What follows belongs to an exercise in optimizing a design on an open flow for small area; a production flow would make more cautious choices.
In this exercise RTL edits were held to simulation tests only and were not proved equivalent to the original.

==> inputs of run H <==
==> flow/design.v (excerpt) <==
module ram_sdp_top (
  input  logic        clk,
  input  logic        rst,
  input  logic        wr_en,
  input  logic [7:0]  wr_addr,
  input  logic [15:0] wr_data,
  input  logic [1:0]  wr_be,
  input  logic        rd_en,
  input  logic [7:0]  rd_addr,
  input  logic        oe,
  output logic [15:0] rd_data,
  output logic        rd_valid,
  output logic        init_busy
);
  ram_sdp_init u_ram (
    .clk       (clk),
    .rst       (rst),
    .wr_en     (wr_en),
    .wr_addr   (wr_addr),
    .wr_data   (wr_data),
    .wr_be     (wr_be),
    .rd_en     (rd_en),
    .rd_addr   (rd_addr),
    .oe        (oe),
    .rd_data   (rd_data),
    .rd_valid  (rd_valid),
    .init_busy (init_busy)
  );
endmodule
==> flow/config.mk <==
export PLATFORM = sky130hd
export DESIGN_NAME = ram_sdp_top
export DESIGN_NICKNAME = ram_sdp_top
export VERILOG_FILES = /design/flow/design.v
export SDC_FILE = /design/flow/constraint.sdc
export NUM_CORES = 4
export LEC_CHECK = 0
export CAP_MARGIN = 30
export CORE_MARGIN = 2
export CORE_UTILIZATION = 60
export SLEW_MARGIN = 20
export SYNTH_HIERARCHICAL = 1
export SYNTH_MEMORY_MAX_BITS = 8192
export SYNTH_MINIMUM_KEEP_SIZE = 0
==> flow/constraint.sdc <==
create_clock -name core_clock -period 10.0 [get_ports {clk}]
set_input_delay 2.0000 -clock core_clock [delete_from_list [all_inputs] [get_ports {clk}]]
set_output_delay 2.0000 -clock core_clock [all_outputs]
set_load 0.01 [all_outputs]
standard.sh (not shown) runs the stock make flow with config.mk's settings and CLKGATE_MAP_FILE= SYNTH_SCRIPT=/design/flow/synth_recipe.tcl, a recipe that flattens the netlist after the stock synthesis.
==> flow/flow/run.sh <==
#!/bin/bash
# Standard ORFS layout (the standard.sh, unchanged synthesis), with a
# clock tree built from small clock buffers in small sink clusters and no
# dummy loads. Each tool's output lands in orfs/logs/; the make output of
# the whole run is kept in flow_make.log.
set -euo pipefail
CTS="-sink_clustering_enable -repair_clock_nets -dont_use_dummy_load"
CTS="$CTS -buf_list sky130_fd_sc_hd__clkbuf_4"
CTS="$CTS -sink_clustering_size 10 -sink_clustering_max_diameter 45"
bash standard.sh "CTS_ARGS=$CTS" finish > flow_make.log 2>&1
==> run R: changes against run H <==
==> flow/run.sh (new file) <==
#!/bin/bash
# synth_recipe.tcl (not shown) runs the flow's synth.tcl, then flattens the netlist and writes it again
# the make line also repeats each setting of config.mk as NAME=value (left out here)
make -C /OpenROAD-flow-scripts/flow DESIGN_CONFIG=/design/flow/config.mk WORK_HOME=/design/flow/orfs CLKGATE_MAP_FILE= SYNTH_SCRIPT=/design/flow/synth_recipe.tcl finish
- CAP_MARGIN: 30 -> 40
- CORE_UTILIZATION: 60 -> 55
- CTS_BUF_LIST: default -> sky130_fd_sc_hd__clkbuf_8
- CTS_CLUSTER_DIAMETER: default -> 50
- CTS_CLUSTER_SIZE: default -> 20
removed: flow/flow/run.sh
removed: flow/standard.sh
==> run M: changes against run H <==
--- a/flow/flow/run.sh
+++ b/flow/flow/run.sh
@@ -8,3 +8,3 @@
 CTS="$CTS -buf_list sky130_fd_sc_hd__clkbuf_4"
-CTS="$CTS -sink_clustering_size 10 -sink_clustering_max_diameter 45"
+CTS="$CTS -sink_clustering_size 10 -sink_clustering_max_diameter 35"
 bash standard.sh "CTS_ARGS=$CTS" finish > flow_make.log 2>&1
- CAP_MARGIN: 30 -> 40
==> flow_summary.toml <==
[finish]
postLayoutCellArea_um2 = 141600
drive_gt1_share_pct = 6.283
buf_share_pct = 1.630

[pwr]
seq_power_share_pct = 65.4
p_sw_share_pct = 25.67

[floorplan]
die-area_um2 = 223600
rows = 172

[status]
status = "complete, no violations"
-- figures above: run H

==> flow_summary.toml <==
[status]
status = "complete, no violations"

[worst_hold_path]
hold-path-cell-count = 1

[finish]
drive_gt1_share_pct = 8.257
multi_input_area_share_pct = 33.37
postLayoutCellArea_um2 = 148200

[floorplan]
die-area_um2 = 243700
rows = 179

[pwr]
p_sw_share_pct = 26.58
-- figures above: run R

==> flow_summary.toml <==
[status]
status = "complete, no violations"

[finish]
drive_gt1_share_pct = 7.467
buf_share_pct = 2.255
postLayoutCellArea_um2 = 143200

[floorplan]
die-area_um2 = 223600
rows = 172

[pwr]
p_sw_share_pct = 25.59
-- figures above: run M

what the ideal ports hide:
In the flow no input, the clock included, has a driving cell. The finished layouts below were timed again as built, in two steps. Step 1 assumes that a clkbuf_16 drives the clock port and a buf_2 every other input. Step 2 also shifts input and output timing later by t, the mid clock arrival at the registers, as if the neighbouring blocks saw the same clock. Slacks: no drivers / after step 1 / after step 2; pairs: no drivers / after step 1.
| run | shift t [ns] | setup WS [ns] | worst setup path at the end | worst data-port slew with drivers (ns) | pins driven straight from the clock port |
|---|---|---|---|---|---|
| run H | 1.596 | 3.513 / 3.490 / 2.230 | input to register | 0.17 | 1 |
| run R | 1.253 | 3.573 / 3.632 / 2.379 | input to register | 0.16 | 1 |
| run M | 1.572 | 3.686 / 3.665 / 2.474 | input to register | 0.17 | 1 |
After both steps every run listed still meets setup and hold. For run H, which loses most, drivers alone change the setup slack by -0.023 ns; drivers and shift together by -1.283 ns.
